Background: an optimization exercise with open tools, aiming at small area, a short achievable clock period and few clock cycles. Do not read the settings as production practice.
Function was checked by simulation only, so behaviour that the tests miss may differ from the original.
Power and IR drop assume default switching activity.

--- design/flow/run.sh ---
#!/bin/bash
# synth_recipe.tcl (not shown) runs the flow's synth.tcl, then flattens the netlist and writes it again
# the make line also repeats each setting of config.mk as NAME=value (left out here)
make -C /OpenROAD-flow-scripts/flow DESIGN_CONFIG=/design/flow/config.mk WORK_HOME=/design/flow/orfs CLKGATE_MAP_FILE= SYNTH_SCRIPT=/design/flow/synth_recipe.tcl finish
--- design/flow/config.mk ---
export PLATFORM = sky130hd
export DESIGN_NAME = alu_issue_ctrl
export DESIGN_NICKNAME = alu_issue_ctrl
export VERILOG_FILES = /design/flow/design.v
export SDC_FILE = /design/flow/constraint.sdc
export NUM_CORES = 4
export LEC_CHECK = 0
export CAP_MARGIN = 20
export CORE_MARGIN = 2
export CORE_UTILIZATION = 40
export SLEW_MARGIN = 20
--- design/flow/design.v ---
module alu_issue_ctrl #(
  parameter int XLEN     = 32,
  parameter int NUM_REGS = 32
) (
  input  logic            clk,
  input  logic            rst_n,
  input  logic            instr_valid,
  input  logic [31:0]     instr,
  output logic            instr_ready,
  output logic [2:0]      alu_funct3,
  output logic [6:0]      alu_funct7,
  output logic [XLEN-1:0] alu_s1,
  output logic [XLEN-1:0] alu_s2,
  input  logic [XLEN-1:0] alu_d,
  input  logic            alu_zero,
  output logic            wb_valid,
  output logic [4:0]      wb_rd,
  output logic [XLEN-1:0] wb_data,
  output logic            wb_zero,
  output logic            illegal,
  input  logic [4:0]      dbg_addr,
  output logic [XLEN-1:0] dbg_data
);
  typedef enum logic [1:0] {
    S_IDLE   = 2'd0,
    S_DECODE = 2'd1,
    S_EXEC   = 2'd2,
    S_WB     = 2'd3
  } state_t;
  localparam logic [6:0] OPC_OP     = 7'b0110011;
  localparam logic [6:0] OPC_OP_IMM = 7'b0010011;
  localparam logic [6:0] F7_ZERO    = 7'h00;
  localparam logic [6:0] F7_ALT     = 7'h20;
  state_t            state_q, state_d;
  logic [31:0]       instr_q, instr_d;
  logic [2:0]        funct3_q, funct3_d;
  logic [6:0]        funct7_q, funct7_d;
  logic [XLEN-1:0]   s1_q, s1_d;
  logic [XLEN-1:0]   s2_q, s2_d;
  logic [XLEN-1:0]   regs_q [NUM_REGS];
  logic [6:0]        dec_opcode;
  logic [4:0]        dec_rd;
  logic [2:0]        dec_f3;
  logic [4:0]        dec_rs1;
  logic [4:0]        dec_rs2;
  logic [6:0]        dec_f7;
  logic              dec_legal;
  logic              dec_is_shift;
  logic [6:0]        dec_alu_f7;
  logic [XLEN-1:0]   dec_s2_raw;
  logic [XLEN-1:0]   dec_s2;
  logic [XLEN-1:0]   rs1_val;
  logic [XLEN-1:0]   rs2_val;
  logic              accept;
  assign dec_opcode   = instr_q[6:0];
  assign dec_rd       = instr_q[11:7];
  assign dec_f3       = instr_q[14:12];
  assign dec_rs1      = instr_q[19:15];
  assign dec_rs2      = instr_q[24:20];
  assign dec_f7       = instr_q[31:25];
  assign dec_is_shift = (dec_f3 == 3'd1) || (dec_f3 == 3'd5);
  assign rs1_val  = (dec_rs1 == 5'd0)  ? '0 : regs_q[dec_rs1];
  assign rs2_val  = (dec_rs2 == 5'd0)  ? '0 : regs_q[dec_rs2];
  assign dbg_data = (dbg_addr == 5'd0) ? '0 : regs_q[dbg_addr];
  assign accept = (state_q == S_IDLE) && instr_valid;
  always_comb begin
    dec_legal  = 1'b0;
    dec_alu_f7 = F7_ZERO;
    dec_s2_raw = '0;
    unique case (dec_opcode)
      OPC_OP: begin
        dec_legal  = (dec_f7 == F7_ZERO) ||
                     ((dec_f7 == F7_ALT) && (dec_f3 == 3'd5));
        dec_alu_f7 = dec_f7;
        dec_s2_raw = rs2_val;
      end
      OPC_OP_IMM: begin
        if (dec_f3 == 3'd1) begin
          dec_legal  = (dec_f7 == F7_ZERO);
          dec_alu_f7 = dec_f7;
          dec_s2_raw = {{(XLEN-5){1'b0}}, dec_rs2};
        end else if (dec_f3 == 3'd5) begin
          dec_legal  = (dec_f7 == F7_ZERO) || (dec_f7 == F7_ALT);
          dec_alu_f7 = dec_f7;
          dec_s2_raw = {{(XLEN-5){1'b0}}, dec_rs2};
        end else begin
          dec_legal  = 1'b1;
          dec_alu_f7 = F7_ZERO;
          dec_s2_raw = {{(XLEN-12){instr_q[31]}}, instr_q[31:20]};
        end
      end
      default: begin
        dec_legal = 1'b0;
      end
    endcase
  end
  assign dec_s2 = dec_is_shift ? {{(XLEN-5){1'b0}}, dec_s2_raw[4:0]} : dec_s2_raw;
  always_ff @(posedge clk) begin
    if (!rst_n) begin
      state_q <= S_IDLE;
    end else begin
      state_q <= state_d;
    end
  end
  always_comb begin
    state_d = state_q;
    unique case (state_q)
      S_IDLE:   if (instr_valid) state_d = S_DECODE;
      S_DECODE: state_d = dec_legal ? S_EXEC : S_IDLE;
      S_EXEC:   state_d = S_WB;
      S_WB:     state_d = S_IDLE;
      default:  state_d = S_IDLE;
    endcase
  end
  always_comb begin
    instr_ready = (state_q == S_IDLE);
    illegal     = (state_q == S_DECODE) && !dec_legal;
    wb_valid    = (state_q == S_WB);
    wb_rd       = (state_q == S_WB) ? dec_rd : 5'd0;
    wb_data     = (state_q == S_WB) ? alu_d  : '0;
    wb_zero     = (state_q == S_WB) && alu_zero;
  end
  always_comb begin
    instr_d  = instr_q;
    funct3_d = funct3_q;
    funct7_d = funct7_q;
    s1_d     = s1_q;
    s2_d     = s2_q;
    if (accept) begin
      instr_d = instr;
    end
    if ((state_q == S_DECODE) && dec_legal) begin
      funct3_d = dec_f3;
      funct7_d = dec_alu_f7;
      s1_d     = rs1_val;
      s2_d     = dec_s2;
    end
  end
  always_ff @(posedge clk) begin
    if (!rst_n) begin
      instr_q  <= '0;
      funct3_q <= '0;
      funct7_q <= '0;
      s1_q     <= '0;
      s2_q     <= '0;
    end else begin
      instr_q  <= instr_d;
      funct3_q <= funct3_d;
      funct7_q <= funct7_d;
      s1_q     <= s1_d;
      s2_q     <= s2_d;
    end
  end
  always_ff @(posedge clk) begin
    if (!rst_n) begin
      for (int i = 0; i < NUM_REGS; i++) begin
        regs_q[i] <= '0;
      end
    end else if ((state_q == S_WB) && (dec_rd != 5'd0)) begin
      regs_q[dec_rd] <= alu_d;
    end
  end
  assign alu_funct3 = funct3_q;
  assign alu_funct7 = funct7_q;
  assign alu_s1     = s1_q;
  assign alu_s2     = s2_q;
endmodule
--- design/flow/constraint.sdc ---
create_clock -name core_clock -period 6.0 [get_ports {clk}]
set_input_delay 1.2000 -clock core_clock [delete_from_list [all_inputs] [get_ports {clk}]]
set_output_delay 1.2000 -clock core_clock [all_outputs]
set_load 0.01 [all_outputs]
==> qor.yml <==
drtIter0Drc: 8463
ctsRootBufferMaster: "clkbuf_16"
worst-path-buf-inv: 3
ys_top_cells_by_area: "edfxtp_1, mux4_2, and2_1, dfxtp_1, mux2i_1"
initial_utilization: 0.403
setup_repair_after_global_routing_missed_its_margin: "no"
cts.reportedPaths.clkPinSlew_ps: 60
fin_total_pwr_mw: 20.0
final-setup-viol-count: 0
worstPathRequired_ps: 4800
setup_slack_ps: 625
final_wirelength_microns: 273000
dieArea_sq_um: 170000
seq_area_frac_synth: 0.496
critPathKind: "in -> out"
crit_path_cell_trace: "buf_8 > buf_4 > mux4_2 > mux4_2 > nand2_1 > o21ai_0 > clkdlybuf4s50_1"
peakVddDrop_mv: 0.323
post_synth_most_frequent_cells: "edfxtp_1, and2_1, mux4_2"
synth_area_leader_cell: "edfxtp_1"
cts_sinks: 1142
grt_pass1_wl_microns: 375000
syn_inst: 4566
largest_net_degree_at_the_start_of_global_routing: 110
timing.final.crit_share: 0.896
worst_ep_arrival_time_ps: 4170
worst_hold_path_type: "reg -> reg"
global_route_total_usage_across_every_layer: 0.320
antenna_found_initial: 40
final_antenna_net_count: 0
dpl.cell_count: 6701
proportion_of_layout_cells_with_a_drive_suffix_above_1: 0.288
synth_async_sr_flop_share: 0
yosys_most_used_dff: "edfxtp_1"
maximum_clock_rate_mhz: 186
finalWeightedCongestion: 0.910
netlist-cell-type-count: 48
clock_path_buffers: 3
htreeDepth: 4
first_global_vias: 45200
cpMostUsedCell: "mux4_2"
post_cts.resized_instances: 0
place.detailed.hpwl_microns: 163000
clock_latency_ps: 810
cp-end-kind: "output port"
syn_area_sq_um: 66700
timing.clock.skew_ps: 35.0
leakage_power_figure_nw: 26.1
grt_overflow_total: 0
firstDrtPassIters: 7
critical-path-top-delay-family: "buffers and inverters"
postCtsSetupBuffers: 0
fp.coreArea_sq_um: 165000
final-instance-count-excl-fill: 6954
yosysWarningCount: 1
fp-row-count: 149
syn_avg_cell_area_sq_um: 14.6
slew_violations: 0
slowest_delay_ps: 610
worstMarginPinSlew_ps: 1220
post-synth-top-area-fraction: 0.461
critical_path.startpoint_type: "input port"
post_drt_wl_per_cell_microns: 39.3
number_of_buffers_created_by_cts: 131
yosys.cell_count.top_type: "edfxtp_1"
outcome: "no timing/DRC/antenna violations"
die_x_microns: 412
setup-tns-final_ps: 0
fillerInstances: 14100
timing.critical_path.slowest_stage_cell: "buf_8"
io-pin-count: 220
postCtsHoldBufs: 0
min_period_ps: 5370
areal_power_density_over_the_cells_nw_per_um2: 260
synth_edf_count: 1024
post_drt_via_cell_ratio: 6.80
dp_worst_setup_slack_ps: 713
drv_cap: 0
area_growth_pct: 15.5
tritoncts: "yes"
fin_nets: 4720
routed-via-count: 47300
relSlewSlack: 0.182
chip_height_microns: 412
finalHoldViolations: 0
place.port_buffers: 219
post-route-drc-count: 0
synth-seq-cells: 1142
timing.critical_path.fanout_max: 72
==> layout by cell type (no fill, tap or decap), types with 31 or more instances in the layout <==
master	synthesis	layout
nor2_4	0	35
or3_1	31	31
nor2b_1	45	45
clkbuf_16	0	134
clkdlybuf4s50_1	0	212
and2_1	1000	999
and3_1	44	44
a211oi_1	43	43
buf_12	0	50
buf_4	10	145
conb_1	1	32
nand2_1	248	247
o21ai_0	97	66
mux2i_1	140	140
dfxtp_1	118	108
o211ai_2	31	31
edfxtp_1	1024	1024
inv_1	36	35
a21oi_1	133	133
o211ai_1	34	34
mux4_2	820	820
o21ai_4	0	31
==> registers in the layout (all words and copies together) (netlist names), named ones only <==
signal    cells
instr_q      32
funct3_q      3
regs_q     1024
s2_q         32
s1_q         32
funct7_q      7
state_q       1
==> per-stage QoR <==
stage / utilization / hold WS (ps) / area [sq um]
6_report: 0.466 / 451 / 77000
5_1_grt: 0.466 / 475 / 77000
4_1_cts: 0.465 / 454 / 76900
3_5_place_dp: 0.439 / 445 / 72700
2_1_floorplan: - / 431 / 66800
3_3_place_gp: 0.438 / 430 / 72500
==> routing by layer <==
layer | global-route usage | routed length, microns | up-vias
li1 | - | - | 17900
met1 | 0.433 | 99500 | 24400
met2 | 0.471 | 121000 | 4148
met3 | 0.103 | 39000 | 728
met4 | 0.147 | 14200 | 10
met5 | 0 | 68 | -
==> worst register-to-register path, stage by stage, from the launching register on <==
cell and delay (ps):
dfxtp_1 340, or4_4 560, a2111oi_4 620, o2111ai_4 150
buf_4 430, nor2_4 780, buf_4 500, a21oi_1 80
o31ai_1 100
==> cells by family after synthesis <==
group                  Yosys count  synth area share
flip-flops                    1142             0.496
multiplexers                   984             0.302
other                            1         0.0000562
AND/OR/NAND/NOR               1479             0.128
AO/OA/AOI/OAI                  421            0.0418
buffers and inverters          539            0.0323
==> area by class of cell <==
type	instances	area [sq um]	share of cell area
Sequential cell	1142	33100	0.430
Multi-Input combinational cell	2916	32200	0.418
Timing Repair Buffer	420	4470	0.0580
Clock buffer	169	3550	0.0462
Tap cell	2189	2740	0.0356
Clock inverter	72	737	0.00957
Inverter	36	138	0.00179
Antenna cell	10	25.0	0.000325
==> where the power goes <==
group	switching [mW]	total [mW]	internal, mW
clock	3.51	8.21	4.69
sequential	0.294	9.21	8.91
combinational	1.46	2.62	1.17
total	5.26	20.0	14.8
==> worst paths after layout <==
| check | from | to | slack (ps) | cells past startpoint |
|---|---|---|---|---|
| min reg2reg | s1_q[20]$_SDFFE_PN0P_ | s1_q[20]$_SDFFE_PN0P_ | 450 | 2 |
| max | dbg_addr[1] | dbg_data[27] | 630 | 7 |
| min | s1_q[20]$_SDFFE_PN0P_ | s1_q[20]$_SDFFE_PN0P_ | 450 | 2 |
| max reg2reg | instr_q[31]$_SDFFE_PN0P_ | s2_q[23]$_SDFFE_PN0P_ | 2380 | 8 |
Testbench counts, summed over its fixed seeds: cycles 62,100.

==> static timing again, ports no longer ideal <==
Ports are ideal in the flow. The routed layout listed here was re-timed in OpenROAD.
Step 1, drivers: a clkbuf_16 drives clk and a buf_2 each remaining input, both assumed.
Step 2 adds t to the input delays and takes it off the output delays; t is the mean of the earliest and latest rising clock arrival at the registers after step 1. Input paths then give back, and output paths get back, about the clock's delay inside the block.
a / b / c = ideal / step 1 / step 2; a / b = the first two.
t, ns: 0.870
slack for setup (ns): 0.625 / 0.573 / 0.573
latest minus earliest clock arrival (ns): 0.038 / 0.038
pins driven straight from the clock port: 1
After both steps setup and hold are still met in this run. The setup slack of this run moves by -0.052 ns with the drivers and by -0.052 ns with both steps.
